What follows belongs to an exercise in optimizing a design on an open flow for a short achievable clock period and few clock cycles per item; a production flow would make more cautious choices.
Function was checked by simulation only, so behaviour that the tests miss may differ from the original.
Power is estimated from default activity; no workload was simulated.

[design/flow/config.mk]
export PLATFORM = sky130hd
export DESIGN_NAME = rv_core
export DESIGN_NICKNAME = rv_core
export VERILOG_FILES = /design/flow/design.v
export SDC_FILE = /design/flow/constraint.sdc
export NUM_CORES = 4
export LEC_CHECK = 0
export ABC_CLOCK_PERIOD_IN_PS = 2500
export CAP_MARGIN = 20
export CORE_MARGIN = 2
export CORE_UTILIZATION = 40
export SETUP_SLACK_MARGIN = 4.5
export SLEW_MARGIN = 20
export TNS_END_PERCENT = 100
[design/flow/constraint.sdc]
create_clock -name core_clock -period 7.5 [get_ports {clk}]
set_input_delay 1.5000 -clock core_clock [delete_from_list [all_inputs] [get_ports {clk}]]
set_output_delay 1.5000 -clock core_clock [all_outputs]
set_load 0.01 [all_outputs]
[design/flow/design.v]
package core_pkg;
  localparam int XLEN = 32;
  localparam logic [XLEN-1:0] RESET_PC = '0;
  localparam logic [6:0] OPC_OP     = 7'b0110011;
  localparam logic [6:0] OPC_OP_IMM = 7'b0010011;
  localparam logic [6:0] OPC_LUI    = 7'b0110111;
  localparam logic [6:0] OPC_AUIPC  = 7'b0010111;
  localparam logic [6:0] OPC_LOAD   = 7'b0000011;
  localparam logic [6:0] OPC_STORE  = 7'b0100011;
  typedef enum logic [3:0] {
    ALU_ADD,
    ALU_SUB,
    ALU_AND,
    ALU_OR,
    ALU_XOR,
    ALU_SLT,
    ALU_SLTU,
    ALU_SLL,
    ALU_SRL,
    ALU_SRA,
    ALU_PASS_B
  } alu_op_t;
  typedef logic [1:0] mem_width_t;
  localparam mem_width_t MEM_BYTE = 2'b00;
  localparam mem_width_t MEM_HALF = 2'b01;
  localparam mem_width_t MEM_WORD = 2'b10;
  typedef enum logic {
    WB_ALU,
    WB_MEM
  } wb_sel_t;
  typedef struct packed {
    logic [XLEN-1:0] pc;
    logic [31:0]     instr;
    logic            valid;
  } if_id_t;
  typedef struct packed {
    logic [XLEN-1:0] op_a;
    logic [XLEN-1:0] op_b;
    logic [XLEN-1:0] store_data;  
    logic [4:0]      rs1;
    logic [4:0]      rs2;
    logic            use_rs1;
    logic            use_rs2;
    alu_op_t         alu_op;
    logic [4:0]      rd;
    logic            reg_write;
    logic            mem_write;
    logic            mem_read;
    mem_width_t      mem_width;
    logic            mem_sign;
    wb_sel_t         wb_sel;
  } id_ex_t;
  typedef struct packed {
    logic [XLEN-1:0] result;
    logic [XLEN-1:0] store_data;
    logic [4:0]      rd;
    logic            reg_write;
    logic            mem_write;
    logic            mem_read;
    mem_width_t      mem_width;
    logic            mem_sign;
    wb_sel_t         wb_sel;
  } ex_mem_t;
  typedef struct packed {
    logic [XLEN-1:0] data;
    logic [4:0]      rd;
    logic            reg_write;
  } mem_wb_t;
  localparam if_id_t  IF_ID_BUBBLE  = '0;
  localparam id_ex_t  ID_EX_BUBBLE  = '0;
  localparam ex_mem_t EX_MEM_BUBBLE = '0;
  localparam mem_wb_t MEM_WB_BUBBLE = '0;
endpackage
`timescale 1ns/1ps
module rv_core (
  input  logic        clk,
  input  logic        reset_i,
  output logic [31:0] imem_addr_o,
  input  logic [31:0] imem_data_i,
  output logic [31:0] dmem_addr_o,
  output logic [31:0] dmem_wdata_o,
  output logic [3:0]  dmem_wstrb_o,
  output logic        dmem_we_o,
  input  logic [31:0] dmem_rdata_i,
  input  logic        dmem_stall_i,
  output logic        wb_valid_o,
  output logic [4:0]  wb_addr_o,
  output logic [31:0] wb_data_o
);
  localparam logic [6:0] OPC_OP     = 7'b0110011;
  localparam logic [6:0] OPC_OP_IMM = 7'b0010011;
  localparam logic [6:0] OPC_LUI    = 7'b0110111;
  localparam logic [6:0] OPC_AUIPC  = 7'b0010111;
  localparam logic [6:0] OPC_LOAD   = 7'b0000011;
  localparam logic [6:0] OPC_STORE  = 7'b0100011;
  function automatic logic [31:0] rev32(input logic [31:0] v);
    for (int i = 0; i < 32; i++) rev32[i] = v[31-i];
  endfunction
  function automatic logic [31:0] lanes(input logic [1:0] width, input logic [31:0] v);
    case (width)
      2'b00:   lanes = {4{v[7:0]}};
      2'b01:   lanes = {2{v[15:0]}};
      default: lanes = v;
    endcase
  endfunction
  function automatic logic [31:0] ks_add(input logic [31:0] a, input logic [31:0] b);
    logic [31:0] p, g, pp, gg, hp;
    hp = a ^ b;
    g  = a & b;
    p  = a | b;
    for (int l = 1; l < 32; l = l * 2) begin
      pp = p;
      gg = g;
      for (int j = l; j < 32; j++) begin
        gg[j] = g[j] | (p[j] & g[j - l]);
        pp[j] = p[j] & p[j - l];
      end
      p = pp;
      g = gg;
    end
    ks_add = hp ^ {g[30:0], 1'b0};
  endfunction
  function automatic logic [3:0] onehot4(input logic [1:0] v);
    onehot4 = 4'b0001 << v;
  endfunction
  function automatic logic [7:0] onehot8(input logic [2:0] v);
    onehot8 = 8'b0000_0001 << v;
  endfunction
  function automatic logic [3:0] strobes(input logic [1:0] width, input logic [1:0] off);
    case (width)
      2'b00:   strobes = 4'b0001 << off;
      2'b01:   strobes = off[1] ? 4'b1100 : 4'b0011;
      default: strobes = 4'b1111;
    endcase
  endfunction
  logic [31:2] pc_q;      
  logic [31:2] d1_pcn;    
  logic        d1_valid;
  logic [31:0] d1_instr;
  logic [31:2] d1_pc;
  logic [31:0] d2_rf1, d2_rf2, d2_imm;
  logic [31:2] d2_pc;
  logic [4:0]  d2_rs1, d2_rs2, d2_rd;
  logic        d2_m1, d2_m2;    
  logic        d2_use1, d2_use2, d2_rw, d2_load, d2_store, d2_op, d2_lui, d2_auipc;
  logic [1:0]  d2_width;
  logic        d2_sign;
  logic        d2_addsub, d2_sub, d2_and, d2_or, d2_xor, d2_slt, d2_sltu;
  logic        d2_sll, d2_srl, d2_sra;
  logic [31:0] x_a, x_ash, x_b, x_bx;           
  logic [3:0]  x_sh1;                           
  logic [7:0]  x_sh4;                           
  logic [31:0] x_base, x_imm, x_sd;             
  logic [31:0] x_wdata;
  logic [31:2] x_addr;
  logic [3:0]  x_strb;
  logic        x_store, x_load;
  logic [1:0]  x_off;
  logic        x_addsub, x_sub, x_and, x_or, x_xor, x_slt, x_sltu, x_sll, x_sr, x_sra;
  logic [4:0]  x_rd;
  logic        x_rw;
  logic [1:0]  x_width;
  logic        x_sign;
  logic [31:0] m_result;
  logic [4:0]  m_rd;
  logic        m_v;
  logic [31:0] w_data;
  logic [4:0]  w_rd;
  logic        w_v;
  logic [31:0] regs [1:31];
  logic [31:0] res;   
  logic pkeep;    
  logic hold;     
  logic pbusy;    
  logic agi;      
  logic memwait;  
  logic front;    
  assign pkeep   = dmem_stall_i & (x_load | x_store);
  assign hold    = dmem_stall_i & x_load;
  assign pbusy   = dmem_stall_i & x_store;
  assign memwait = pbusy & (d2_load | d2_store);
  assign front   = hold | agi | memwait;
  assign imem_addr_o = {pc_q, 2'b00};
  always_ff @(posedge clk) begin
    if (reset_i) begin
      pc_q     <= '0;
      d1_valid <= 1'b0;
    end else begin
      pc_q <= front ? d1_pcn : pc_q + 30'd1;
      if (!front) d1_valid <= 1'b1;
    end
  end
  always_ff @(posedge clk) begin
    if (!front) begin
      d1_instr <= imem_data_i;
      d1_pc    <= pc_q;
      d1_pcn   <= pc_q + 30'd1;
    end
  end
  logic [6:0]  opc;
  logic [2:0]  f3;
  logic [4:0]  rs1, rs2, rd;
  logic        is_op, is_opi, is_alu, is_lui, is_auipc, is_load, is_store;
  logic        use1, use2, rw;
  logic [31:0] imm;
  logic [31:0] rf1, rf2;
  assign opc = d1_instr[6:0];
  assign rd  = d1_instr[11:7];
  assign f3  = d1_instr[14:12];
  assign rs1 = d1_instr[19:15];
  assign rs2 = d1_instr[24:20];
  assign is_op    = d1_valid && opc == OPC_OP;
  assign is_opi   = d1_valid && opc == OPC_OP_IMM;
  assign is_alu   = is_op | is_opi;
  assign is_lui   = d1_valid && opc == OPC_LUI;
  assign is_auipc = d1_valid && opc == OPC_AUIPC;
  assign is_load  = d1_valid && opc == OPC_LOAD;
  assign is_store = d1_valid && opc == OPC_STORE;
  assign use1 = (is_alu | is_load | is_store) && rs1 != 5'd0;
  assign use2 = (is_op | is_store) && rs2 != 5'd0;
  assign rw   = (is_alu | is_lui | is_auipc | is_load) && rd != 5'd0;
  always_comb begin
    if (is_lui | is_auipc) imm = {d1_instr[31:12], 12'b0};
    else if (is_store)     imm = {{20{d1_instr[31]}}, d1_instr[31:25], d1_instr[11:7]};
    else                   imm = {{20{d1_instr[31]}}, d1_instr[31:20]};
  end
  always_comb begin
    if (rs1 == 5'd0) rf1 = '0;
    else if (m_v && m_rd == rs1) rf1 = m_result;
    else if (w_v && w_rd == rs1) rf1 = w_data;
    else rf1 = regs[rs1];
    if (rs2 == 5'd0) rf2 = '0;
    else if (m_v && m_rd == rs2) rf2 = m_result;
    else if (w_v && w_rd == rs2) rf2 = w_data;
    else rf2 = regs[rs2];
  end
  always_ff @(posedge clk) begin
    if (w_v) regs[w_rd] <= w_data;
  end
  logic [31:0] fix1, fix2, base, bsel, agu;
  logic        m1_next, m2_next;
  assign m1_next = !hold && x_rw && x_rd == (front ? d2_rs1 : rs1) && (front ? d2_use1 : use1);
  assign m2_next = !hold && x_rw && x_rd == (front ? d2_rs2 : rs2) && (front ? d2_use2 : use2);
  always_comb begin
    fix1 = d2_m1 ? m_result : d2_rf1;
    fix2 = d2_m2 ? m_result : d2_rf2;
    if (d2_lui)        base = '0;
    else if (d2_auipc) base = {d2_pc, 2'b00};
    else               base = fix1;
    bsel = d2_op ? fix2 : d2_imm;
    agu  = d2_m1 ? ks_add(m_result, d2_imm) : ks_add(d2_rf1, d2_imm);
  end
  assign agi = (d2_load | d2_store) && d2_use1 && x_rw && x_rd == d2_rs1;
  always_ff @(posedge clk) begin
    if (reset_i) begin
      d2_rw    <= 1'b0;
      d2_load  <= 1'b0;
      d2_store <= 1'b0;
      d2_use1  <= 1'b0;
      d2_use2  <= 1'b0;
    end else if (!front) begin
      d2_rw    <= rw;
      d2_load  <= is_load;
      d2_store <= is_store;
      d2_use1  <= use1;
      d2_use2  <= use2;
    end
  end
  always_ff @(posedge clk) begin
    d2_m1 <= m1_next;
    d2_m2 <= m2_next;
    if (!front) begin
      d2_rf1    <= rf1;
      d2_rf2    <= rf2;
      d2_imm    <= imm;
      d2_pc     <= d1_pc;
      d2_rs1    <= rs1;
      d2_rs2    <= rs2;
      d2_rd     <= rd;
      d2_op     <= is_op;
      d2_lui    <= is_lui;
      d2_auipc  <= is_auipc;
      d2_width  <= f3[1:0];
      d2_sign   <= ~f3[2];
      d2_addsub <= (is_alu && f3 == 3'b000) || is_lui || is_auipc;
      d2_sub    <= (is_op && f3 == 3'b000 && d1_instr[30]) ||
                   (is_alu && (f3 == 3'b010 || f3 == 3'b011));
      d2_sll    <= is_alu && f3 == 3'b001;
      d2_slt    <= is_alu && f3 == 3'b010;
      d2_sltu   <= is_alu && f3 == 3'b011;
      d2_xor    <= is_alu && f3 == 3'b100;
      d2_srl    <= is_alu && f3 == 3'b101 && !d1_instr[30];
      d2_sra    <= is_alu && f3 == 3'b101 && d1_instr[30];
      d2_or     <= is_alu && f3 == 3'b110;
      d2_and    <= is_alu && f3 == 3'b111;
    end else begin
      d2_rf1    <= fix1;
      d2_rf2    <= fix2;
    end
  end
  logic        fa, fb, fs;
  logic [31:0] sd;
  assign fa = d2_use1 && x_rw && x_rd == d2_rs1;
  assign fb = d2_op && d2_use2 && x_rw && x_rd == d2_rs2;
  assign fs = d2_store && d2_use2 && x_rw && x_rd == d2_rs2;
  assign sd = fs ? res : fix2;
  always_ff @(posedge clk) begin
    x_a   <= fa ? res : base;
    x_ash <= fa ? (d2_sll ? rev32(res) : res) : (d2_sll ? rev32(base) : base);
    x_b   <= fb ? res : bsel;
    x_bx  <= fb ? (d2_sub ? ~res : res) : (d2_sub ? ~bsel : bsel);
    x_sh1 <= fb ? onehot4(res[1:0]) : onehot4(bsel[1:0]);
    x_sh4 <= fb ? onehot8(res[4:2]) : onehot8(bsel[4:2]);
  end
  always_ff @(posedge clk) begin
    x_addsub <= !hold && d2_addsub;
    x_sub    <= !hold && d2_sub;
    x_and    <= !hold && d2_and;
    x_or     <= !hold && d2_or;
    x_xor    <= !hold && d2_xor;
    x_slt    <= !hold && d2_slt;
    x_sltu   <= !hold && d2_sltu;
    x_sll    <= !hold && d2_sll;
    x_sr     <= !hold && (d2_srl | d2_sra);
    x_sra    <= !hold && d2_sra;
  end
  logic [31:0] addr_k;
  assign addr_k = x_base + x_imm;
  always_ff @(posedge clk) begin
    if (pkeep) begin
      x_addr  <= addr_k[31:2];
      x_wdata <= lanes(x_width, x_sd);
      x_strb  <= x_load ? 4'b0000 : strobes(x_width, x_off);
    end else begin
      x_addr  <= agu[31:2];
      x_wdata <= lanes(d2_width, sd);
      x_strb  <= d2_store ? strobes(d2_width, agu[1:0]) : 4'b0000;
    end
  end
  always_ff @(posedge clk) begin
    if (reset_i) begin
      x_store <= 1'b0;
      x_load  <= 1'b0;
      x_rw    <= 1'b0;
    end else if (pbusy) begin
      x_store <= 1'b1;
      x_load  <= 1'b0;
      x_rw    <= d2_rw & ~agi & ~memwait;
    end else if (!hold) begin
      x_store <= d2_store & ~agi;
      x_load  <= d2_load & ~agi;
      x_rw    <= d2_rw & ~agi;
    end
  end
  always_ff @(posedge clk) begin
    if (!pkeep) begin
      x_base  <= fix1;
      x_imm   <= d2_imm;
      x_sd    <= sd;
      x_off   <= agu[1:0];
      x_width <= d2_width;
      x_sign  <= d2_sign;
    end
    if (!hold) begin
      x_rd    <= d2_rd;
    end
  end
  logic [31:0] sr, lane, ld;
  logic [33:0] sumc;
  logic [31:0] sum;
  logic        lt_s, lt_u, fill;
  assign sumc = {1'b0, x_a, 1'b1} + {1'b0, x_bx, x_sub};
  assign sum  = sumc[32:1];
  assign lt_u = ~sumc[33];
  assign lt_s = (x_a[31] ^ x_b[31]) ? x_a[31] : sum[31];
  logic [34:0] sx;
  logic [31:0] s1;
  assign fill = x_sra & x_ash[31];
  assign sx   = {{3{fill}}, x_ash};
  always_comb begin
    for (int i = 0; i < 32; i++) begin
      s1[i] = (x_sh1[0] & sx[i]) | (x_sh1[1] & sx[i+1]) | (x_sh1[2] & sx[i+2]) | (x_sh1[3] & sx[i+3]);
    end
    for (int i = 0; i < 32; i++) begin
      sr[i] = 1'b0;
      for (int k = 0; k < 8; k++) begin
        sr[i] = sr[i] | (x_sh4[k] & ((i + 4*k < 32) ? s1[(i + 4*k) % 32] : fill));
      end
    end
  end
  assign lane = dmem_rdata_i >> {x_off, 3'b000};
  always_comb begin
    case (x_width)
      2'b00:   ld = {{24{x_sign & lane[7]}}, lane[7:0]};
      2'b01:   ld = {{16{x_sign & lane[15]}}, lane[15:0]};
      default: ld = dmem_rdata_i;
    endcase
  end
  assign res = ({32{x_addsub}} & sum)
             | ({32{x_and}}    & (x_a & x_b))
             | ({32{x_or}}     & (x_a | x_b))
             | ({32{x_xor}}    & (x_a ^ x_b))
             | {31'd0, (x_slt & lt_s) | (x_sltu & lt_u)}
             | ({32{x_sll}}    & rev32(sr))
             | ({32{x_sr}}     & sr)
             | ({32{x_load}}   & ld);
  assign dmem_addr_o  = {x_addr, 2'b00};
  assign dmem_we_o    = x_store;
  assign dmem_wstrb_o = x_strb;
  assign dmem_wdata_o = x_wdata;
  always_ff @(posedge clk) begin
    if (reset_i) m_v <= 1'b0;
    else         m_v <= x_rw & ~hold;
  end
  always_ff @(posedge clk) begin
    m_result <= res;
    m_rd     <= x_rd;
  end
  assign wb_valid_o = m_v;
  assign wb_addr_o  = m_rd;
  assign wb_data_o  = m_result;
  always_ff @(posedge clk) begin
    if (reset_i) w_v <= 1'b0;
    else         w_v <= m_v;
  end
  always_ff @(posedge clk) begin
    w_data <= m_result;
    w_rd   <= m_rd;
  end
endmodule
[design/flow/run.sh]
#!/bin/bash
# synth_recipe.tcl (not shown) runs the flow's synth.tcl, then flattens the netlist and writes it again
# the make line also repeats each setting of config.mk as NAME=value (left out here)
make -C /OpenROAD-flow-scripts/flow DESIGN_CONFIG=/design/flow/config.mk WORK_HOME=/design/flow/orfs CLKGATE_MAP_FILE= SYNTH_SCRIPT=/design/flow/synth_recipe.tcl finish
==> summary.txt, run 1 <==
Timing
  – Final Hold Viols: 0
  – Final worst slack: approximately 3.9 ns
  – Fin. max-slew vios: 0
  – Pin slew with the least headroom to its limit: between 1 and 1.5 ns
  – Sum Neg Setup Slack: 0 ns
  – Max Clock Freq: around 280 MHz
  – Min Tclk post-route: roughly 3.6 ns
  – Max-Slew Margin vs Limit: under 10%
  – RSZ-0062 raised after global routing: yes
  – Setup Viol. Count Final: 0
  – Hold WS: around 0.42 ns
  – Crit share post-route: between 40% and 50%
  – Clock Skew: ~0.054 ns

Logic synthesis
  – Ys async rst share: 0%
  – Synth Area in Simple Gates: under 10%
  – Mux cell area share after synthesis: 19.5%
  – Commonest cells post-synth: 1243 x edfxtp_1, 577 x mux4_2, 447 x dfxtp_1
  – Yosys warns: 1
  – Post-Syn Instances: about 6000
  – Share of the synthesized area in the top cell type: between 40% and 50%
  – Synth Area in Adders: roughly 3.8%
  – Count leader, synth: edfxtp_1
  – EDFF count, synth: around 1200
  – Largest family of logic cells by synthesized area: multiplexers
  – Synth Area per Inst: approximately 14 um^2
  – Yosys top cell by area: edfxtp_1
  – #FFs+latches synth: between 1500 and 2000
  – Synth Area in XOR/XNOR: 2.17%
  – Seq/Total Area, Yosys: 56.0%
  – Post-Synthesis Cell Area: approximately 83000 um^2
  – Area contributors post-synth: edfxtp_1 45%, mux4_2 16%, dfxtp_1 11%, ha_1 3.8%, mux2i_1 3.3%
  – Unique masters post-synth: between 90 and 100
  – Synth Flop Type: edfxtp_1
  – Compound-Gate Fraction of Synth Area: 9.45%

Drt
  – DR pass1 iterations: 6
  – Antenna-violating nets left: 0
  – DRT iter0 DRCs: just over 7000
  – DRC: 0
  – DR vias: 58300
  – Routed wire length: ~310000 um
  – Via density: between 6 and 7
  – Average wire per standard cell: roughly 33 um

Layout
  – NumNets Final: a little under 7000
  – Area Growth Syn to Fin: 23.0%
  – Share of cells above drive strength 1: roughly a third
  – Post-route cell area: roughly 100000 um^2

Placed design
  – Placed cell area: 88300 um^2
  – Pre-CTS setup slack: ~2.3 ns
  – Gpl congestion: about 1.0
  – Dpl hpwl: about 190000 um
  – PortBufs: 201

CTS
  – Clock root buffer: clkbuf_16
  – CTS HTree Levels: 4
  – CTS Buffer Depth: 3
  – Clock sink count: 1690
  – TritonCTS clock tree: built
  – Worst-skew pair later-pin latency: between 0.8 and 0.9 ns
  – Number of CTS-inserted buffers: 178
  – Reg clk slew, reported paths: around 0.06 ns

Power
  – Pwr/cell area: between 200 and 250 nW/um^2
  – Leakage power: about 38 nW
  – Worst vdd ir: about 0.23 mV

Worst setup path
  – CP Max Fanout: 4
  – Kind of critical path: reg -> reg
  – R2R depth: 15
  – Crit path capture: x_addr[24]$_DFF_P_
  – R2r setup slk: just under 4 ns
  – Req. time, crit path: around 8.3 ns
  – Critical Path End Type: flip-flop
  – Worst EP arrival: between 4 and 5 ns
  – Setup crit start kind: flip-flop
  – Reg-to-Reg Start: d2_imm[6]$_SDFFCE_PN0P_
  – Critical path origin: d2_imm[6]$_SDFFCE_PN0P_
  – Reg2Reg Capture Point: x_addr[24]$_DFF_P_

GRT
  – Initial antenna violation count: 12
  – Met2 usage: between 40% and 50%
  – Met1 GRT Util: 37.2%
  – Global-route wire length before repair: ~420000 um
  – Met3 GRT Util: under 10%
  – Gr busiest metal: met2
  – Remaining Overflow, GRT: 0
  – Total track usage: 28.2%
  – Number of global-route vias before repair: about 56000
  – Largest net degree at the start of global routing: 97

Hold path
  – Hold Path Class: reg -> reg

Outcome
  – Status: complete, no violations

Run
  – Max-cap violation count: 0

Floorplan
  – Num rows: 166
  – Top Ports: between 200 and 250
  – Starting density of the core: approximately two fifths
  – DIE WIDTH: 459 um
  – DIE HEIGHT: around 460 um
  – Die ar.: 210000 um^2
  – CORE AREA: 205000 um^2
worst max-delay path: stages (launching register included):
cell	delay, ns
edfxtp_1	0.51
buf_6	0.19
ha_4	0.16
nor2b_1	0.14
or4_4	0.43
o21a_4	0.25
a211oi_4	0.27
buf_12	0.16
o311ai_4	0.11
a211o_1	0.36
buf_4	0.16
buf_6	0.11
a211o_1	0.24
a31oi_1	0.16
nor2_1	0.06
o221ai_1	0.19
flip-flops by register name, indices dropped and copies added, names as in the netlist, 32 cells and up, named ones only:
register	cells
x_wdata	32
x_bx	32
d1_instr	32
x_base	32
x_imm	32
w_data	32
x_ash	32
d2_imm	32
d2_rf2	32
x_sd	32
x_b	32
x_a	32
regs	992
m_result	32
d2_rf1	32
metal layers:
| metal | vias to the layer above | wire length (um) |
|---|---|---|
| li1 | 24300 | - |
| met1 | 30000 | 118000 |
| met2 | 3276 | 141000 |
| met3 | 720 | 28600 |
| met4 | 10 | 18700 |
| met5 | - | 67 |
report_power, final:
group | total, mW | internal, mW | switching [mW] | leakage (nW)
Sequential | 10.5 | 10.2 | 0.322 | 16.9
Combinational | 3.13 | 1.35 | 1.78 | 18.4
Clock | 9.25 | 5.27 | 3.98 | 2.97
worst min-delay path by stage:
stage                              startpoint                  end  slack (ns)  depth (start not counted)
final                     d1_pc[17]$_DFFE_PP_  d2_pc[17]$_DFFE_PP_        0.42                          0
after global routing      d1_pc[11]$_DFFE_PP_  d2_pc[11]$_DFFE_PP_        0.42                          0
after CTS                 d1_pc[17]$_DFFE_PP_  d2_pc[17]$_DFFE_PP_        0.42                          0
after detailed placement  d1_pc[17]$_DFFE_PP_  d2_pc[17]$_DFFE_PP_        0.40                          0
after global placement     d2_rd[3]$_DFFE_PP_    x_rd[3]$_DFFE_PN_        0.40                          0
after floorplan             x_rd[4]$_DFFE_PN_      m_rd[4]$_DFF_P_        0.35                          0
area by class of cell:
| cell class | count | area [um^2] |
|---|---|---|
| antenna | 6 | 15.0 |
| clock buffer | 235 | 4880 |
| clock inverter | 99 | 1220 |
| fill | 17200 | 103000 |
| inverter | 305 | 1210 |
| multi-input combinational | 3651 | 37600 |
| sequential | 1690 | 46600 |
| tap | 2688 | 3360 |
| timing repair buffer | 667 | 6770 |
| timing repair inverter | 3 | 43.8 |
cell usage in the layout (no fill, tap or decap), types with 44 or more instances in the layout:
| master | n |
|---|---|
| inv_1 | 276 |
| o22ai_1 | 49 |
| nand2_1 | 328 |
| a21o_1 | 54 |
| clkdlybuf4s50_1 | 44 |
| nor2_1 | 345 |
| mux4_2 | 577 |
| ha_1 | 215 |
| dfxtp_4 | 82 |
| buf_6 | 77 |
| o21ai_0 | 143 |
| nor3_1 | 47 |
| nand3_1 | 48 |
| clkbuf_16 | 188 |
| a21oi_1 | 313 |
| a211oi_1 | 71 |
| buf_4 | 324 |
| dfxtp_1 | 312 |
| a21oi_2 | 58 |
| a22oi_1 | 63 |
| nor2b_1 | 49 |
| dfxtp_2 | 53 |
| xnor2_1 | 102 |
| edfxtp_1 | 1243 |
| xor2_1 | 78 |
| mux2i_1 | 241 |
what timing repair did:
action                                   CTS  global route
gates cloned                              18            10
endpoints found under the setup margin  1191           258
pin swaps                                166           158
gates resized for setup                 1055           296
hold buffers                               0             0
setup buffers                            225            97
cells by family after synthesis:
kind of cell,Yosys count
fa+ha+maj,252
flops,1690
compound gates,1208
xor+xnor,205
mux,883
other cells,1
simple gates,1096
buf+inv,677
through the flow:
stage | utilization (%) | power, mW | instances
after detailed placement | 43.1 | 13.2 | 8653
after CTS | 48.4 | 22.7 | 9230
after global routing | 49.6 | 23.5 | 9340
final | 49.6 | 22.9 | 9344
after global placement | 43.1 | 13.2 | 8653
after floorplan | - | 12.1 | 6015
Testbench counts, summed over its fixed seeds: cycles 11,705, instrs 11,200.
==> run 2, diff against run 1 <==
--- a/design/flow/config.mk
+++ b/design/flow/config.mk
@@ -7,3 +7,2 @@
 export LEC_CHECK = 0
-export ABC_CLOCK_PERIOD_IN_PS = 2500
 export CAP_MARGIN = 20
@@ -11,3 +10,3 @@
 export CORE_UTILIZATION = 40
-export SETUP_SLACK_MARGIN = 4.5
+export SETUP_SLACK_MARGIN = 3.9
 export SLEW_MARGIN = 20
==> run 2 against run 1 <==
Against the previous run: still clean on timing, DRC and antenna; clock-buffer cell count rose by 2; die area did not move; wire length fell by 4.7%; register-to-register slack got worse by 0.06 ns; synthesized cell count did not move; area after synthesis did not move; non-clock buffer count fell by 288; critical path type is now in -> reg; final cell count fell by 3.2%; combinational power fell by 17%; critical path depth fell by 5; sequential power barely moved; total power fell by 4.3%.
==> summary.txt, run 2 <==
Logic synthesis
  – Synth Area per Inst: 13.8 um^2 (unchanged)
  – Area contributors post-synth: edfxtp_1 45%, mux4_2 16%, dfxtp_1 11%, ha_1 3.8%, mux2i_1 3.3% (unchanged)
  – Yosys top cell by area: edfxtp_1 (unchanged)
  – Count leader, synth: edfxtp_1 (unchanged)
  – Post-Synthesis Cell Area: 82700 um^2 (unchanged)
  – Post-Syn Instances: 6012 (unchanged)
  – #FFs+latches synth: 1690 (unchanged)
  – Synth Area in XOR/XNOR: 2.17% (unchanged)
  – Yosys warns: 1 (unchanged)
  – Largest family of logic cells by synthesized area: multiplexers (unchanged)
  – Share of the synthesized area in the top cell type: 45.1% (unchanged)
  – Unique masters post-synth: 97 (unchanged)
  – EDFF count, synth: 1243 (unchanged)
  – Synth Flop Type: edfxtp_1 (unchanged)
  – Seq/Total Area, Yosys: 56.0% (unchanged)
  – Mux cell area share after synthesis: 19.5% (unchanged)
  – Synth Area in Adders: 3.84% (unchanged)
  – Commonest cells post-synth: 1243 x edfxtp_1, 577 x mux4_2, 447 x dfxtp_1 (unchanged)
  – Compound-Gate Fraction of Synth Area: 9.45% (unchanged)
  – Ys async rst share: 0% (unchanged)
  – Synth Area in Simple Gates: 5.95% (unchanged)

Worst setup path
  – Setup crit start kind: primary input (was flip-flop)
  – CP Max Fanout: 3 (was 4)
  – Worst EP arrival: 4.40 ns (was 4.38 ns)
  – Req. time, crit path: 8.21 ns (was 8.26 ns)
  – Kind of critical path: in -> reg (was reg -> reg)
  – Critical Path End Type: flip-flop (unchanged)

Layout
  – Share of cells above drive strength 1: 20.3% (was 32.1%)
  – Final core occ: 46.4% (was 49.6%)
  – Max reg flops: 992 (unchanged)
  – Commonest non-fill, non-tap cell in the layout: edfxtp_1 (unchanged)
  – Area Growth Syn to Fin: 15.1% (was 23.0%)
  – NumNets Final: 6522 (was 6815)
  – Most flops, register: regs (unchanged)
  – Commonest cells after routing, fill and taps aside: 1243 x edfxtp_1, 577 x mux4_2, 398 x dfxtp_1, 377 x a21oi_1, 357 x nor2_1 (was 1243 x edfxtp_1, 577 x mux4_2, 345 x nor2_1, 328 x nand2_1, 324 x buf_4)

Drt
  – DRC: 0 (unchanged)
  – DR vias: 56000 (was 58300)
  – DR pass1 iterations: 7 (was 6)
  – Via density: 6.19 (was 6.24)
  – Routed wire length: 291000 um (was 306000 um)
  – DRT iter0 DRCs: 7622 (was 7244)
  – Average wire per standard cell: 32.2 um (was 32.7 um)
  – Antenna-violating nets left: 0 (unchanged)

Power
  – Int Power: 16.3 mW (was 16.8 mW)
  – Reg power frac: 48.0% (was 45.9%)
  – Net Sw Frac: 25.8% (was 26.6%)
  – Pwr/cell area: 230 nW/um^2 (was 225 nW/um^2)
  – Clock share of power: 40.1% (was 40.4%)
  – Leakage power: 35.5 nW (was 38.3 nW)
  – Combinational share of power: 11.9% (was 13.7%)
  – P_sw: 5.66 mW (was 6.09 mW)
  – Worst vdd ir: 0.215 mV (was 0.230 mV)

CTS
  – Clock root buffer: clkbuf_16 (unchanged)
  – Number of CTS-inserted buffers: 177 (was 178)
  – Reg clk slew, reported paths: 0.06 ns (about the same)
  – CTS HTree Levels: 4 (unchanged)
  – CTS Buffer Depth: 3 (unchanged)
  – TritonCTS clock tree: built (unchanged)
  – Worst-skew pair later-pin latency: 0.85 ns (was 0.88 ns)
  – Clock sink count: 1690 (unchanged)

Timing
  – Clock Skew: 0.0392 ns (was 0.0538 ns)
  – Final Hold Viols: 0 (unchanged)
  – Crit share post-route: 49.2% (was 48.3%)
  – Setup Viol. Count Final: 0 (unchanged)
  – RSZ-0062 raised after global routing: yes (unchanged)
  – Max-Slew Margin vs Limit: 15.5% (was 7.91%)
  – Pin slew with the least headroom to its limit: 1.23 ns (was 1.34 ns)
  – Sum Neg Setup Slack: 0 ns (unchanged)
  – Hold WS: 0.419 ns (was 0.416 ns)
  – Max Clock Freq: 271 MHz (was 276 MHz)
  – Min Tclk post-route: 3.69 ns (was 3.62 ns)
  – Fin. max-slew vios: 0 (unchanged)

Floorplan
  – Starting density of the core: 40.3% (unchanged)
  – Die ar.: 210000 um^2 (unchanged)
  – DIE HEIGHT: 459 um (unchanged)
  – CORE AREA: 205000 um^2 (unchanged)
  – DIE WIDTH: 459 um (unchanged)
  – Top Ports: 206 (unchanged)
  – Num rows: 166 (unchanged)

Placed design
  – Gpl congestion: 0.990 (was 1.01)
  – Dpl hpwl: 188000 um (was 191000 um)
  – PortBufs: 201 (unchanged)

GRT
  – Total track usage: 27.1% (was 28.2%)
  – Global-route wire length before repair: 407000 um (was 423000 um)
  – Largest net degree at the start of global routing: 115 (was 97)
  – Number of global-route vias before repair: 54500 (was 56200)
  – Remaining Overflow, GRT: 0 (unchanged)
  – Initial antenna violation count: 12 (unchanged)

Run
  – Max-cap violation count: 0 (unchanged)

Outcome
  – Status: complete, no violations (unchanged)

Hold path
  – Hold Path Class: reg -> reg (unchanged)
run 2: metrics by stage:
step	instance area [um^2]	setup slack, ns	total power [mW]	std cells
floorplan	82700	3.91	12.1	6015
global placement	88000	2.51	13.1	8650
detailed placement	88000	2.53	13.1	8650
CTS	94500	3.76	21.9	9014
global route	95200	3.82	22.5	9044
finish	95200	3.81	21.9	9045
run 2: layout make-up:
cell class	instances	area, um^2
Timing Repair inverter	1	5.00
Inverter	305	1200
Tap cell	2688	3360
Clock inverter	92	861
Timing Repair Buffer	379	3700
Sequential cell	1690	46400
Multi-Input combinational cell	3649	34800
Fill cell	17800	110000
Clock buffer	237	4860
Antenna cell	4	10.0
run 2: layer usage:
| layer | part of all wire (%) | global-route usage, % | routed length [um] |
|---|---|---|---|
| met1 | 39 | 35.5 | 113000 |
| met3 | 8.7 | 4.62 | 25400 |
| met5 | 0.0093 | 0 | 27 |
| met2 | 47 | 43.4 | 137000 |
| met4 | 5.6 | 13.4 | 16300 |
run 2: power groups by stage:
| stage | Clock (mW) | Sequential, mW | Combinational [mW] |
|---|---|---|---|
| after detailed placement | 0 | 10.7 | 2.42 |
| after global placement | 0 | 10.7 | 2.41 |
| after CTS | 8.89 | 10.5 | 2.52 |
| final | 8.80 | 10.5 | 2.60 |
| after global routing | 9.24 | 10.5 | 2.75 |
| after floorplan | 0 | 10.6 | 1.55 |
run 2: logic make-up after synthesis:
logic type / count (synthesis)
buffers and inverters: 677
AOI/OAI and AO/OA: 1208
muxes: 883
xor gates and xnor gates: 205
DFF: 1690
other: 1
adders and majority gates: 252
and+or+nand+nor: 1096
run 2: path summary, 6_finish.rpt:
path / from / end / slack [ns] / cells after the start
worst max-delay path: dmem_rdata_i[29] / x_bx[5]$_DFF_P_ / 3.81 / 10
worst min-delay path: d1_pc[7]$_DFFE_PP_ / d2_pc[7]$_DFFE_PP_ / 0.42 / 0
worst max register to register: x_sh1[2]$_SDFF_PN0_ / x_ash[20]$_DFF_P_ / 3.82 / 11
worst min register to register: d1_pc[7]$_DFFE_PP_ / d2_pc[7]$_DFFE_PP_ / 0.42 / 0
run 2: timing repair:
action / CTS / global route
setup buffers: 34 / 23
hold endpoints to repair: 0 / 0
hold buffers: 0 / 0
endpoints found under the setup margin: 330 / 118
gates cloned: 1 / 3
resized for setup: 126 / 89
pin swaps: 28 / 37
run 2: critical path, stage by stage:
cell and delay, ns:
clkdlybuf4s50_1 0.58, mux2i_1 0.21, a21oi_1 0.09, o221ai_1 0.45, nand3_1 0.13, a221oi_1 0.51
inv_1 0.25, o211ai_1 0.21, o21ai_1 0.13, xnor2_1 0.31
==> run 3, diff against run 2 <==
--- a/design/flow/design.v
+++ b/design/flow/design.v
@@ -143,3 +143,2 @@
   logic [4:0]  d2_rs1, d2_rs2, d2_rd;
-  logic        d2_m1, d2_m2;    
   logic        d2_use1, d2_use2, d2_rw, d2_load, d2_store, d2_op, d2_lui, d2_auipc;
@@ -240,8 +239,8 @@
   logic [31:0] fix1, fix2, base, bsel, agu;
-  logic        m1_next, m2_next;
-  assign m1_next = !hold && x_rw && x_rd == (front ? d2_rs1 : rs1) && (front ? d2_use1 : use1);
-  assign m2_next = !hold && x_rw && x_rd == (front ? d2_rs2 : rs2) && (front ? d2_use2 : use2);
+  logic        fwd1, fwd2;
+  assign fwd1 = !hold && x_rw && x_rd == (front ? d2_rs1 : rs1) && (front ? d2_use1 : use1);
+  assign fwd2 = !hold && x_rw && x_rd == (front ? d2_rs2 : rs2) && (front ? d2_use2 : use2);
   always_comb begin
-    fix1 = d2_m1 ? m_result : d2_rf1;
-    fix2 = d2_m2 ? m_result : d2_rf2;
+    fix1 = d2_rf1;
+    fix2 = d2_rf2;
     if (d2_lui)        base = '0;
@@ -250,3 +249,3 @@
     bsel = d2_op ? fix2 : d2_imm;
-    agu  = d2_m1 ? ks_add(m_result, d2_imm) : ks_add(d2_rf1, d2_imm);
+    agu  = ks_add(fix1, d2_imm);
   end
@@ -269,7 +268,5 @@
   always_ff @(posedge clk) begin
-    d2_m1 <= m1_next;
-    d2_m2 <= m2_next;
+    d2_rf1 <= fwd1 ? res : (front ? d2_rf1 : rf1);
+    d2_rf2 <= fwd2 ? res : (front ? d2_rf2 : rf2);
     if (!front) begin
-      d2_rf1    <= rf1;
-      d2_rf2    <= rf2;
       d2_imm    <= imm;
@@ -295,5 +292,2 @@
       d2_and    <= is_alu && f3 == 3'b111;
-    end else begin
-      d2_rf1    <= fix1;
-      d2_rf2    <= fix2;
     end
--- a/design/flow/config.mk
+++ b/design/flow/config.mk
@@ -7,2 +7,3 @@
 export LEC_CHECK = 0
+export ABC_CLOCK_PERIOD_IN_PS = 2500
 export CAP_MARGIN = 20
@@ -10,3 +11,3 @@
 export CORE_UTILIZATION = 40
-export SETUP_SLACK_MARGIN = 3.9
+export SETUP_SLACK_MARGIN = 4.5
 export SLEW_MARGIN = 20
==> run 3 against run 2 <==
Against the previous run: sequential share of layout area fell by 1.1 points; critical path depth increased by 3; register-to-register slack improved by 0.27 ns; first-iteration DRC count is 6.4% lower; area after synthesis fell by 2.2%; clock-buffer cell count grew 19; highest routed layer unchanged; largest power group unchanged; critical path type is now reg -> reg; critical endpoint is now d2_rf1[11]$_DFFE_PP_.
==> summary.txt, run 3 <==
Drt
  – Met2 wire length: 136000 um (was 137000 um)
  – DRC: 0 (unchanged)
  – Via density: 6.11 (was 6.19)
  – Met1 wire length: 109000 um (was 113000 um)
  – Routed wire length: 290000 um (was 291000 um)
  – DR pass1 iterations: 6 (was 7)
  – DRT iter0 DRCs: 7138 (was 7622)
  – Met3 routed WL: 25900 um (was 25400 um)
  – Max Used Layer: met5 (unchanged)
  – Average wire per standard cell: 32.1 um (was 32.2 um)
  – DR vias: 55100 (was 56000)
  – Antenna-violating nets left: 0 (unchanged)

Floorplan
  – Num rows: 165 (was 166)
  – CORE AREA: 201000 um^2 (was 205000 um^2)
  – DIE HEIGHT: 454 um (was 459 um)
  – Starting density of the core: 40.1% (was 40.3%)
  – Die ar.: 206000 um^2 (was 210000 um^2)
  – Top Ports: 206 (unchanged)
  – DIE WIDTH: 454 um (was 459 um)

CTS
  – Hold_buf cts: 0 (unchanged)
  – Clock root buffer: clkbuf_16 (unchanged)
  – CTS Buffer Depth: 3 (unchanged)
  – Reg clk slew, reported paths: 0.06 ns (about the same)
  – Worst-skew pair later-pin latency: 0.88 ns (was 0.85 ns)
  – Clock sink count: 1688 (was 1690)
  – TritonCTS clock tree: built (unchanged)
  – Number of CTS-inserted buffers: 181 (was 177)
  – CTS HTree Levels: 4 (unchanged)

Outcome
  – Status: complete, no violations (unchanged)

Worst setup path
  – Reg2Reg Capture Point: d2_rf1[11]$_DFFE_PP_ (was x_ash[20]$_DFF_P_)
  – Reg-to-Reg Start: x_rd[2]$_DFFE_PN_ (was x_sh1[2]$_SDFF_PN0_)
  – Worst EP arrival: 4.03 ns (was 4.40 ns)
  – CP Max Fanout: 13 (was 3)
  – Critical Path End Type: flip-flop (unchanged)
  – Req. time, crit path: 8.12 ns (was 8.21 ns)
  – R2r setup slk: 4.09 ns (was 3.82 ns)
  – Setup crit start kind: flip-flop (was primary input)
  – Kind of critical path: reg -> reg (was in -> reg)
  – R2R depth: 13 (was 11)

GRT
  – Remaining Overflow, GRT: 0 (unchanged)
  – Initial antenna violation count: 10 (was 12)
  – Number of global-route vias before repair: 53500 (was 54500)
  – Total track usage: 27.7% (was 27.1%)
  – Global-route wire length before repair: 405000 um (was 407000 um)
  – Largest net degree at the start of global routing: 92 (was 115)

Logic synthesis
  – Yosys warns: 1 (unchanged)
  – #FFs+latches synth: 1688 (was 1690)
  – Count leader, synth: edfxtp_1 (unchanged)
  – Area contributors post-synth: edfxtp_1 49%, mux4_2 16%, dfxtp_1 9.4%, ha_1 2.9%, mux2i_1 2.8% (was edfxtp_1 45%, mux4_2 16%, dfxtp_1 11%, ha_1 3.8%, mux2i_1 3.3%)
  – Yosys top cell by area: edfxtp_1 (unchanged)
  – Post-Syn Instances: 5711 (was 6012)
  – EDFF count, synth: 1307 (was 1243)
  – Unique masters post-synth: 87 (was 97)
  – Share of the synthesized area in the top cell type: 48.5% (was 45.1%)
  – Synth Area per Inst: 14.2 um^2 (was 13.8 um^2)
  – Ys async rst share: 0% (unchanged)
  – Seq/Total Area, Yosys: 58.0% (was 56.0%)
  – Post-Synthesis Cell Area: 80900 um^2 (was 82700 um^2)
  – Synth Flop Type: edfxtp_1 (unchanged)
  – Commonest cells post-synth: 1307 x edfxtp_1, 577 x mux4_2, 381 x dfxtp_1 (was 1243 x edfxtp_1, 577 x mux4_2, 447 x dfxtp_1)

Layout
  – Most flops, register: regs (unchanged)
  – Commonest cells after routing, fill and taps aside: 1307 x edfxtp_1, 577 x mux4_2, 336 x nand2_1, 327 x buf_4, 305 x nor2_1 (was 1243 x edfxtp_1, 577 x mux4_2, 398 x dfxtp_1, 377 x a21oi_1, 357 x nor2_1)
  – Fillers: 17000 (was 17800)
  – NumNets Final: 6453 (was 6522)
  – Finished Layout Cells: 9027 (was 9045)
  – Max reg flops: 992 (unchanged)
  – Final core occ: 49.2% (was 46.4%)
  – Post-route cell area: 99200 um^2 (was 95200 um^2)
  – Commonest non-fill, non-tap cell in the layout: edfxtp_1 (unchanged)
  – Share of cells above drive strength 1: 33.1% (was 20.3%)
  – Area Growth Syn to Fin: 22.7% (was 15.1%)

Power
  – Pwr/cell area: 227 nW/um^2 (was 230 nW/um^2)
  – Worst vdd ir: 0.259 mV (was 0.215 mV)
  – Leakage power: 34.6 nW (was 35.5 nW)
  – Total power: 22.5 mW (was 21.9 mW)

Placed design
  – PortBufs: 201 (unchanged)
  – Pre-CTS setup slack: 1.95 ns (was 2.53 ns)
  – Placed cell area: 86200 um^2 (was 88000 um^2)
  – Placed cell count: 8308 (was 8650)
  – Gpl congestion: 0.972 (was 0.990)
  – Dpl hpwl: 177000 um (was 188000 um)

Timing
  – Hold WS: 0.384 ns (was 0.419 ns)
  – Setup Viol. Count Final: 0 (unchanged)
  – Clock Skew: 0.0731 ns (was 0.0392 ns)
  – Crit share post-route: 45.5% (was 49.2%)
  – Final worst slack: 4.09 ns (was 3.81 ns)
  – Max-Slew Margin vs Limit: 15.2% (was 15.5%)
  – RSZ-0062 raised after global routing: yes (unchanged)
  – Max Clock Freq: 293 MHz (was 271 MHz)
  – Min Tclk post-route: 3.41 ns (was 3.69 ns)
  – Final Hold Viols: 0 (unchanged)
  – Fin. max-slew vios: 0 (unchanged)
  – Pin slew with the least headroom to its limit: 1.26 ns (was 1.23 ns)
  – Sum Neg Setup Slack: 0 ns (unchanged)

Hold path
  – Hold depth: 0 (unchanged)
  – Hold Path Class: reg -> reg (unchanged)
  – Hold_sp: m_result[30]$_DFF_P_ (was d1_pc[7]$_DFFE_PP_)
  – Hold EP: w_data[30]$_DFF_P_ (was d2_pc[7]$_DFFE_PP_)

Run
  – Max-cap violation count: 0 (unchanged)
run 3: what timing repair did:
action,CTS,global route
pin swaps,161,154
buffers inserted,257,86
gates resized for setup,1056,286
setup endpoints to repair,841,381
gates cloned,30,3
run 3: kinds of logic after synthesis:
family,after synthesis,share of synthesized area (%)
AOI/OAI and AO/OA,1063,8.30
xor gates and xnor gates,169,1.83
adders and majority gates,190,2.96
buffers and inverters,616,2.97
DFF,1688,58.0
muxes,831,19.3
other,1,0.00464
and+or+nand+nor,1153,6.72
run 3: report_power, final:
part	switching [mW]	internal (mW)	total (mW)
sequential	0.358	10.3	10.6
clock	3.93	5.00	8.93
combinational	1.61	1.31	2.92
total	5.90	16.6	22.5
run 3: layout make-up:
| class | count | area [um^2] | area share (%) |
|---|---|---|---|
| inverter | 245 | 980 | 0.988 |
| timing repair buffer | 655 | 6650 | 6.70 |
| clock buffer | 256 | 5070 | 5.11 |
| sequential | 1688 | 47300 | 47.6 |
| tap | 2672 | 3340 | 3.37 |
| clock inverter | 82 | 833 | 0.840 |
| antenna | 4 | 10.0 | 0.0101 |
| multi-input combinational | 3422 | 35000 | 35.3 |
| timing repair inverter | 3 | 22.5 | 0.0227 |
run 3: worst max path at each step:
stage	startpoint	end	slack (ns)
after floorplan	dmem_rdata_i[31]	x_wdata[27]$_DFF_P_	3.73
after global placement	dmem_stall_i	d2_rf2[13]$_DFFE_PP_	2.01
after detailed placement	dmem_stall_i	d2_rf2[13]$_DFFE_PP_	1.95
after CTS	x_rd[1]$_DFFE_PN_	d2_rf1[9]$_DFFE_PP_	4.10
after global routing	x_rd[2]$_DFFE_PN_	d2_rf2[25]$_DFFE_PP_	4.03
final	x_rd[2]$_DFFE_PN_	d2_rf1[11]$_DFFE_PP_	4.09
run 3: layer usage:
layer	track usage [%]	vias to the layer above
met5	0	-
met4	15.2	2
met3	5.53	645
met2	44.1	2976
met1	35.6	28300
li1	-	23200
run 3: critical path, stage by stage (launching register included):
cell and delay [ns]:
edfxtp_1 0.44, xor2_1 0.19, nor4_4 0.37, nand4_4 0.17, o21ai_4 0.21, buf_12 0.16
inv_16 0.05, mux2_2 0.29, xor2_1 0.17, nor4_4 0.40, nand3_4 0.17, bufbuf_16 0.34
nand3_1 0.08, o21ai_1 0.10
Testbench counts of run 3, summed over its fixed seeds: cycles 11,705, instrs 11,200.
==> run 4, diff against run 3 <==
--- a/design/flow/config.mk
+++ b/design/flow/config.mk
@@ -10,3 +10,3 @@
 export CORE_MARGIN = 2
-export CORE_UTILIZATION = 40
+export CORE_UTILIZATION = 60
 export SETUP_SLACK_MARGIN = 4.5
==> run 4 against run 3 <==
Against the previous run: largest cell class unchanged; global-route usage rose by 13 points; via count rose by 3.2%; synthesized cell count did not move; critical path type unchanged.
==> summary.txt, run 4 <==
Outcome
  – Status: complete, no violations (unchanged)

Floorplan
  – Starting density of the core: 60.5% (was 40.1%)
  – CORE AREA: 134000 um^2 (was 201000 um^2)
  – Die ar.: 138000 um^2 (was 206000 um^2)
  – DIE HEIGHT: 371 um (was 454 um)
  – DIE WIDTH: 371 um (was 454 um)
  – Num rows: 134 (was 165)
  – Top Ports: 206 (unchanged)

Logic synthesis
  – Seq/Total Area, Yosys: 58.0% (unchanged)
  – Synth Area in XOR/XNOR: 1.83% (unchanged)
  – EDFF count, synth: 1307 (unchanged)
  – Synth Area in Simple Gates: 6.72% (unchanged)
  – Post-Synthesis Cell Area: 80900 um^2 (unchanged)
  – Synth Flop Type: edfxtp_1 (unchanged)
  – Compound-Gate Fraction of Synth Area: 8.30% (unchanged)
  – Yosys top cell by area: edfxtp_1 (unchanged)
  – Synth Area in Adders: 2.96% (unchanged)
  – Post-Syn Instances: 5711 (unchanged)
  – Unique masters post-synth: 87 (unchanged)
  – Share of the synthesized area in the top cell type: 48.5% (unchanged)
  – Commonest cells post-synth: 1307 x edfxtp_1, 577 x mux4_2, 381 x dfxtp_1 (unchanged)
  – #FFs+latches synth: 1688 (unchanged)
  – Synth Area per Inst: 14.2 um^2 (unchanged)
  – Mux cell area share after synthesis: 19.3% (unchanged)
  – Area contributors post-synth: edfxtp_1 49%, mux4_2 16%, dfxtp_1 9.4%, ha_1 2.9%, mux2i_1 2.8% (unchanged)
  – Largest family of logic cells by synthesized area: multiplexers (unchanged)
  – Yosys warns: 1 (unchanged)
  – Count leader, synth: edfxtp_1 (unchanged)
  – Ys async rst share: 0% (unchanged)

Layout
  – Share of cells above drive strength 1: 32.9% (was 33.1%)
  – NumNets Final: 6436 (was 6453)
  – Max reg flops: 992 (unchanged)
  – Post-route cell area: 98900 um^2 (was 99200 um^2)
  – Area Growth Syn to Fin: 22.3% (was 22.7%)
  – Most flops, register: regs (unchanged)
  – Fillers: 8288 (was 17000)
  – Commonest non-fill, non-tap cell in the layout: edfxtp_1 (unchanged)
  – Commonest cells after routing, fill and taps aside: 1307 x edfxtp_1, 577 x mux4_2, 330 x nand2_1, 298 x nor2_1 (was 1307 x edfxtp_1, 577 x mux4_2, 336 x nand2_1, 327 x buf_4, 305 x nor2_1)

Power
  – Pwr/cell area: 227 nW/um^2 (about the same)
  – Total power: 22.5 mW (about the same)
  – Leakage power: 34.8 nW (was 34.6 nW)
  – Worst vdd ir: 0.259 mV (about the same)

Worst setup path
  – CP top delay family: buffers and inverters (was simple AND/OR/NAND/NOR gates)
  – Cell mode on critical path: buf_12
  – Slowest cell on crit path: edfxtp_1 (unchanged)
  – CP Max Fanout: 10 (was 13)
  – Worst EP arrival: 4.21 ns (was 4.03 ns)
  – Kind of critical path: reg -> reg (unchanged)
  – Critical path, cell by cell: xor2_2, nor4_4, nand4_4, o21ai_4, buf_6, buf_12, buf_4, a21oi_1, nor2_2, nand3_4, buf_12, buf_12, buf_16, o21ai_1 (was xor2_1, nor4_4, nand4_4, o21ai_4, buf_12, inv_16, mux2_2, xor2_1, nor4_4, nand3_4, bufbuf_16, nand3_1, o21ai_1)
  – Setup crit start kind: flip-flop (unchanged)
  – Critical Path End Type: flip-flop (unchanged)
  – Req. time, crit path: 8.14 ns (was 8.12 ns)
  – CP bufs+invs: 6 (was 3)
  – Largest stage delay on the critical path: 0.45 ns (was 0.44 ns)

GRT
  – Total track usage: 40.6% (was 27.7%)
  – Global-route wire length before repair: 392000 um (was 405000 um)
  – Number of global-route vias before repair: 53700 (was 53500)
  – Largest net degree at the start of global routing: 93 (was 92)
  – Initial antenna violation count: 16 (was 10)
  – Remaining Overflow, GRT: 0 (unchanged)

Drt
  – DR vias: 56900 (was 55100)
  – DR pass1 iterations: 7 (was 6)
  – DRC: 0 (unchanged)
  – Via density: 7.02 (was 6.11)
  – Average wire per standard cell: 35.1 um (was 32.1 um)
  – Antenna-violating nets left: 0 (unchanged)
  – Routed wire length: 285000 um (was 290000 um)
  – DRT iter0 DRCs: 8773 (was 7138)

Hold path
  – Hold Path Class: reg -> reg (unchanged)

Placed design
  – Gpl congestion: 1.02 (was 0.972)
  – Placed cell area: 85200 um^2 (was 86200 um^2)
  – Pre-CTS setup slack: 1.99 ns (was 1.95 ns)
  – PortBufs: 201 (unchanged)
  – Dpl hpwl: 167000 um (was 177000 um)

Timing
  – Final Hold Viols: 0 (unchanged)
  – Min Tclk post-route: 3.57 ns (was 3.41 ns)
  – Pin slew with the least headroom to its limit: 1.32 ns (was 1.26 ns)
  – Final worst slack: 3.93 ns (was 4.09 ns)
  – Max Clock Freq: 280 MHz (was 293 MHz)
  – Sum Neg Setup Slack: 0 ns (unchanged)
  – Crit share post-route: 47.6% (was 45.5%)
  – Max-Slew Margin vs Limit: 11.6% (was 15.2%)
  – Clock Skew: 0.0409 ns (was 0.0731 ns)
  – Fin. max-slew vios: 0 (unchanged)
  – Setup Viol. Count Final: 0 (unchanged)
  – RSZ-0062 raised after global routing: yes (unchanged)

CTS
  – Clock root buffer: clkbuf_16 (unchanged)
  – TritonCTS clock tree: built (unchanged)
  – Number of CTS-inserted buffers: 174 (was 181)
  – CTS Buffer Depth: 3 (unchanged)
  – Reg clk slew, reported paths: 0.07 ns (was 0.06 ns)
  – CTS HTree Levels: 4 (unchanged)
  – Clock sink count: 1688 (unchanged)
  – Worst-skew pair later-pin latency: 0.83 ns (was 0.88 ns)
  – Hold_buf cts: 0 (unchanged)

Run
  – Max-cap violation count: 0 (unchanged)
## run 4: cell counts after synthesis
No cell type changed its count.
## run 4: worst paths after layout
check,startpoint,end,slack [ns],cells past startpoint
worst max-delay path,x_rd[4]$_DFFE_PN_,d2_rf1[16]$_DFFE_PP_,3.93,14
worst min-delay path,d1_pc[22]$_DFFE_PP_,d2_pc[22]$_DFFE_PP_,0.41,0
worst max register to register,x_rd[4]$_DFFE_PN_,d2_rf1[16]$_DFFE_PP_,3.93,14
worst min register to register,d1_pc[22]$_DFFE_PP_,d2_pc[22]$_DFFE_PP_,0.41,0
## run 4: what timing repair did
item,in CTS,in global routing
resized for setup,877,394
setup buffers,208,106
pin swaps,145,180
gates cloned,29,9
endpoints found under the setup margin,685,322
## run 4: cell families (layout without fill, tap and decap cells)
family | after synthesis | count (layout)
buffers and inverters | 616 | 1220
other | 1 | 8
muxes | 831 | 831
adders and majority gates | 190 | 190
AOI/OAI and AO/OA | 1063 | 1063
DFF | 1688 | 1688
xor gates and xnor gates | 169 | 169
and+or+nand+nor | 1153 | 1164
## run 4: cell type report
cell class | instances | area, um^2 | share of cell area [%]
multi-input combinational | 3421 | 35600 | 36.0
clock inverter | 93 | 1090 | 1.10
inverter | 245 | 1040 | 1.05
antenna | 4 | 10.0 | 0.0101
sequential | 1688 | 47200 | 47.7
tap | 1768 | 2210 | 2.24
timing repair buffer | 645 | 6930 | 7.00
timing repair inverter | 4 | 31.3 | 0.0316
clock buffer | 233 | 4790 | 4.84
## run 4: stage by stage
step,util (%),hold slack [ns],std cells
after floorplan,-,0.400,5714
after global placement,63.7,0.402,7419
after detailed placement,63.7,0.406,7419
after CTS,71.9,0.409,7982
after global routing,74.0,0.418,8098
final,74.0,0.410,8101
## run 4: where the power goes
| part | internal [mW] | switching [mW] | total [mW] |
|---|---|---|---|
| clock network | 5.12 | 3.81 | 8.93 |
| registers | 10.3 | 0.334 | 10.6 |
| logic | 1.32 | 1.65 | 2.97 |
| total | 16.7 | 5.79 | 22.5 |
## run 4: layer usage
metal	up-vias	routed length, um	track usage [%]
li1	23200	-	-
met1	28500	97900	52.7
met2	4183	131000	62.7
met3	1007	34200	9.35
met4	14	21600	24.7
met5	-	98	0
==> run 5, diff against run 4 <==
--- a/design/flow/design.v
+++ b/design/flow/design.v
@@ -95,5 +95,2 @@
   localparam logic [6:0] OPC_STORE  = 7'b0100011;
-  function automatic logic [31:0] rev32(input logic [31:0] v);
-    for (int i = 0; i < 32; i++) rev32[i] = v[31-i];
-  endfunction
   function automatic logic [31:0] lanes(input logic [1:0] width, input logic [31:0] v);
@@ -148,3 +145,3 @@
   logic        d2_sll, d2_srl, d2_sra;
-  logic [31:0] x_a, x_ash, x_b, x_bx;           
+  logic [31:0] x_a, x_b, x_bx;                  
   logic [3:0]  x_sh1;                           
@@ -302,3 +299,2 @@
     x_a   <= fa ? res : base;
-    x_ash <= fa ? (d2_sll ? rev32(res) : res) : (d2_sll ? rev32(base) : base);
     x_b   <= fb ? res : bsel;
@@ -361,3 +357,3 @@
   end
-  logic [31:0] sr, lane, ld;
+  logic [31:0] sr, sl, lane, ld;
   logic [33:0] sumc;
@@ -370,5 +366,5 @@
   logic [34:0] sx;
-  logic [31:0] s1;
-  assign fill = x_sra & x_ash[31];
-  assign sx   = {{3{fill}}, x_ash};
+  logic [31:0] s1, l1;
+  assign fill = x_sra & x_a[31];
+  assign sx   = {{3{fill}}, x_a};
   always_comb begin
@@ -376,2 +372,6 @@
       s1[i] = (x_sh1[0] & sx[i]) | (x_sh1[1] & sx[i+1]) | (x_sh1[2] & sx[i+2]) | (x_sh1[3] & sx[i+3]);
+      l1[i] = (x_sh1[0] & x_a[i]);
+      for (int k = 1; k < 4; k++) begin
+        if (i >= k) l1[i] = l1[i] | (x_sh1[k] & x_a[i-k]);
+      end
     end
@@ -379,4 +379,6 @@
       sr[i] = 1'b0;
+      sl[i] = 1'b0;
       for (int k = 0; k < 8; k++) begin
         sr[i] = sr[i] | (x_sh4[k] & ((i + 4*k < 32) ? s1[(i + 4*k) % 32] : fill));
+        if (i >= 4*k) sl[i] = sl[i] | (x_sh4[k] & l1[i - 4*k]);
       end
@@ -397,3 +399,3 @@
              | {31'd0, (x_slt & lt_s) | (x_sltu & lt_u)}
-             | ({32{x_sll}}    & rev32(sr))
+             | ({32{x_sll}}    & sl)
              | ({32{x_sr}}     & sr)
--- a/design/flow/config.mk
+++ b/design/flow/config.mk
@@ -10,3 +10,3 @@
 export CORE_MARGIN = 2
-export CORE_UTILIZATION = 60
+export CORE_UTILIZATION = 40
 export SETUP_SLACK_MARGIN = 4.5
==> run 5 against run 4 <==
Against the previous run: utilization decreased by 24 points; critical endpoint is now d2_rf1[18]$_DFFE_PP_; final area increased by 0.37%; clock skew increased by 0.030 ns; sequential power about the same; sequential cell count decreased by 32; via count decreased by 1.2%; sequential share of layout area decreased by 0.70 points; first-iteration DRC count decreased by 17%; highest routed layer unchanged.
==> summary.txt, run 5 <==
Outcome
  – Status: complete, no violations (unchanged)

Layout
  – Share of cells above drive strength 1: 32.8% (was 32.9%)
  – Fillers: 16900 (was 8288)
  – Max reg flops: 992 (unchanged)
  – Most flops, register: regs (unchanged)
  – NumNets Final: 6560 (was 6436)
  – Area Growth Syn to Fin: 22.9% (was 22.3%)
  – Post-route cell area: 99200 um^2 (was 98900 um^2)
  – Commonest non-fill, non-tap cell in the layout: edfxtp_1 (unchanged)
  – Finished Layout Cells: 9121 (was 8101)
  – Commonest cells after routing, fill and taps aside: 1307 x edfxtp_1, 577 x mux4_2, 461 x nand2_1, 341 x buf_4, 282 x nor2_1 (was 1307 x edfxtp_1, 577 x mux4_2, 330 x nand2_1, 298 x nor2_1)
  – Final core occ: 49.6% (was 74.0%)

Logic synthesis
  – Yosys warns: 1 (unchanged)
  – Largest family of logic cells by synthesized area: multiplexers (unchanged)
  – Synth Area in XOR/XNOR: 1.88% (was 1.83%)
  – Mux cell area share after synthesis: 19.1% (was 19.3%)
  – Seq/Total Area, Yosys: 57.3% (was 58.0%)
  – Ys async rst share: 0% (unchanged)
  – Synth Flop Type: edfxtp_1 (unchanged)
  – Area contributors post-synth: edfxtp_1 49%, mux4_2 16%, dfxtp_1 8.7%, ha_1 2.9%, mux2i_1 2.6% (was edfxtp_1 49%, mux4_2 16%, dfxtp_1 9.4%, ha_1 2.9%, mux2i_1 2.8%)
  – Commonest cells post-synth: 1307 x edfxtp_1, 577 x mux4_2, 482 x nand2_1 (was 1307 x edfxtp_1, 577 x mux4_2, 381 x dfxtp_1)
  – Synth Area in Adders: 2.96% (about the same)
  – Yosys top cell by area: edfxtp_1 (unchanged)
  – Unique masters post-synth: 96 (was 87)
  – Share of the synthesized area in the top cell type: 48.6% (was 48.5%)
  – Synth Area in Simple Gates: 7.30% (was 6.72%)
  – Post-Syn Instances: 5819 (was 5711)
  – #FFs+latches synth: 1656 (was 1688)
  – Count leader, synth: edfxtp_1 (unchanged)
  – Post-Synthesis Cell Area: 80700 um^2 (was 80900 um^2)
  – Compound-Gate Fraction of Synth Area: 8.45% (was 8.30%)
  – EDFF count, synth: 1307 (unchanged)
  – Synth Area per Inst: 13.9 um^2 (was 14.2 um^2)

Power
  – Combinational share of power: 13.9% (was 13.2%)
  – Leakage power: 34.8 nW (about the same)
  – Clock share of power: 39.7% (about the same)
  – Net Sw Frac: 26.5% (was 25.8%)
  – Int Power: 16.5 mW (was 16.7 mW)
  – Pwr/cell area: 226 nW/um^2 (was 227 nW/um^2)
  – Reg power frac: 46.4% (was 47.1%)
  – Worst vdd ir: 0.250 mV (was 0.259 mV)
  – P_sw: 5.94 mW (was 5.79 mW)

Drt
  – DRC: 0 (unchanged)
  – DRT iter0 DRCs: 7282 (was 8773)
  – Via density: 6.16 (was 7.02)
  – DR pass1 iterations: 6 (was 7)
  – DR vias: 56200 (was 56900)
  – Antenna-violating nets left: 0 (unchanged)
  – Average wire per standard cell: 32.6 um (was 35.1 um)
  – Routed wire length: 297000 um (was 285000 um)

Timing
  – Setup Viol. Count Final: 0 (unchanged)
  – Max Clock Freq: 276 MHz (was 280 MHz)
  – Final Hold Viols: 0 (unchanged)
  – Min Tclk post-route: 3.63 ns (was 3.57 ns)
  – Sum Neg Setup Slack: 0 ns (unchanged)
  – Pin slew with the least headroom to its limit: 1.19 ns (was 1.32 ns)
  – Fin. max-slew vios: 0 (unchanged)
  – RSZ-0062 raised after global routing: yes (unchanged)
  – Crit share post-route: 48.3% (was 47.6%)
  – Clock Skew: 0.0710 ns (was 0.0409 ns)
  – Max-Slew Margin vs Limit: 21.0% (was 11.6%)
  – Hold WS: 0.376 ns (was 0.410 ns)

Floorplan
  – DIE WIDTH: 453 um (was 371 um)
  – Num rows: 164 (was 134)
  – DIE HEIGHT: 453 um (was 371 um)
  – Starting density of the core: 40.3% (was 60.5%)
  – Top Ports: 206 (unchanged)
  – Die ar.: 205000 um^2 (was 138000 um^2)
  – CORE AREA: 200000 um^2 (was 134000 um^2)

CTS
  – TritonCTS clock tree: built (unchanged)
  – CTS HTree Levels: 4 (unchanged)
  – Worst-skew pair later-pin latency: 0.87 ns (was 0.83 ns)
  – Reg clk slew, reported paths: 0.06 ns (was 0.07 ns)
  – Clock root buffer: clkbuf_16 (unchanged)
  – CTS Buffer Depth: 3 (unchanged)
  – Number of CTS-inserted buffers: 179 (was 174)
  – Clock sink count: 1656 (was 1688)
  – Hold_buf cts: 0 (unchanged)

Worst setup path
  – R2r setup slk: 3.87 ns (was 3.93 ns)
  – Kind of critical path: reg -> reg (unchanged)
  – CP Max Fanout: 37 (was 10)
  – Slowest cell on crit path: o21ai_0 (was edfxtp_1)
  – Critical path origin: d1_instr[17]$_DFFE_PP_ (was x_rd[4]$_DFFE_PN_)
  – Largest stage delay on the critical path: 0.68 ns (was 0.45 ns)
  – Reg-to-Reg Start: d1_instr[17]$_DFFE_PP_ (was x_rd[4]$_DFFE_PN_)
  – R2R depth: 8 (was 14)
  – Reg2Reg Capture Point: d2_rf1[18]$_DFFE_PP_ (was d2_rf1[16]$_DFFE_PP_)
  – Setup crit start kind: flip-flop (unchanged)
  – CP top delay family: compound AO/OA/AOI/OAI gates (was buffers and inverters)
  – Critical Path End Type: flip-flop (unchanged)
  – Critical path, cell by cell: xor2_1, nor4_1, and3_4, buf_4, a21oi_1, o21ai_0, nand3_2, o21ai_1 (was xor2_2, nor4_4, nand4_4, o21ai_4, buf_6, buf_12, buf_4, a21oi_1, nor2_2, nand3_4, buf_12, buf_12, buf_16, o21ai_1)
  – CP bufs+invs: 1 (was 6)
  – Req. time, crit path: 8.19 ns (was 8.14 ns)
  – Worst EP arrival: 4.32 ns (was 4.21 ns)

GRT
  – Number of global-route vias before repair: 54200 (was 53700)
  – Largest net degree at the start of global routing: 104 (was 93)
  – Global-route wire length before repair: 410000 um (was 392000 um)
  – Remaining Overflow, GRT: 0 (unchanged)
  – Total track usage: 28.1% (was 40.6%)
  – Initial antenna violation count: 19 (was 16)

Hold path
  – Hold depth: 0 (unchanged)
  – Hold_sp: m_result[25]$_DFF_P_ (was d1_pc[22]$_DFFE_PP_)
  – Hold Path Class: reg -> reg (unchanged)
  – Hold EP: w_data[25]$_DFF_P_ (was d2_pc[22]$_DFFE_PP_)

Placed design
  – Gpl congestion: 0.983 (was 1.02)
  – Dpl hpwl: 179000 um (was 167000 um)
  – PortBufs: 201 (unchanged)
  – Placed cell count: 8395 (was 7419)
  – Placed cell area: 86300 um^2 (was 85200 um^2)

Run
  – Max-cap violation count: 0 (unchanged)
[run 5: layer usage]
layer,GRT usage [%],share of wire [%],routed length [um],up-vias
li1,-,-,-,23600
met1,35.2,37,111000,28900
met2,45.3,47,141000,2972
met3,5.14,8.0,23700,675
met4,17.3,7.1,21200,10
met5,0,0.020,59,-
[run 5: how the worst max path moves through the flow]
stage	depth (start not counted)	slack, ns	end
floorplan	9	3.85	x_bx[16]$_DFF_P_
CTS	13	3.95	d2_rf2[17]$_DFFE_PP_
global placement	8	2.10	d2_rf1[22]$_DFFE_PP_
finish	8	3.87	d2_rf1[18]$_DFFE_PP_
detailed placement	8	2.08	d2_rf1[26]$_DFFE_PP_
global route	8	3.77	d2_rf1[18]$_DFFE_PP_
[run 5: final cells by class]
cell class	instances	area (um^2)	share of cell area [%]
tap	2656	3320	3.35
sequential	1656	46600	47.0
timing repair inverter	1	11.3	0.0113
antenna	7	17.5	0.0177
clock inverter	88	1000	1.01
clock buffer	248	4870	4.91
inverter	220	883	0.890
multi-input combinational	3559	35500	35.7
timing repair buffer	686	7040	7.09
[run 5: repair_timing]
item | 4_1_cts | 5_1_grt
endpoints found under the setup margin | 772 | 346
setup buffers | 240 | 104
pin swaps | 168 | 153
gates cloned | 28 | 11
resized for setup | 1042 | 306
[run 5: metrics by stage]
stage,total power [mW],setup WS (ns)
finish,22.4,3.87
global route,23.1,3.77
CTS,22.3,3.95
detailed placement,13.1,2.08
global placement,13.1,2.10
floorplan,12.1,3.85
[run 5: kinds of logic after synthesis]
| group | Yosys count |
|---|---|
| adder cells (fa/ha/maj) | 190 |
| AND/OR/NAND/NOR | 1280 |
| other | 1 |
| multiplexers | 817 |
| AO/OA/AOI/OAI | 1085 |
| buffers and inverters | 617 |
| flip-flops | 1656 |
| XOR/XNOR | 173 |
[run 5: power by group through the flow]
stage,Clock (mW),Sequential (mW),Combinational (mW)
finish,8.92,10.4,3.11
detailed placement,0,10.7,2.44
floorplan,0,10.4,1.61
global route,9.39,10.4,3.28
global placement,0,10.7,2.44
CTS,9.03,10.4,2.81
Testbench counts of run 5, summed over its fixed seeds: cycles 11,705, instrs 11,200.

-- what the ideal ports hide --
The results above use ideal ports. As a check the final layouts listed here were re-extracted and re-timed, cells and wires unchanged. Step 1 sets driving cells, clkbuf_16 on the clock port and buf_2 on the other inputs (assumed; they add their load-dependent delay and slew). Step 2 times the ports against the registers' clock, not the clock port: input delays grow and output delays shrink by t, the midpoint of the rising clock arrivals with the driver on. a / b / c = no drivers / after step 1 / after step 2; a / b = the first two.
run	shift t [ns]	setup WS [ns]	worst setup path after step 2	worst slew at a driven data input, ns
run 1	0.935	3.878 / 3.878 / 3.380	input to register	0.11
run 2	0.919	3.808 / 3.819 / 2.949	input to register	0.05
run 3	0.933	4.089 / 4.089 / 3.319	input to register	0.11
run 4	0.893	3.932 / 3.932 / 3.205	input to register	0.09
run 5	0.921	3.875 / 3.875 / 3.097	input to register	0.13
After both steps every run listed still meets setup and hold. For run 2, which loses most, drivers alone change the setup slack by +0.011 ns; drivers and shift together by -0.859 ns.
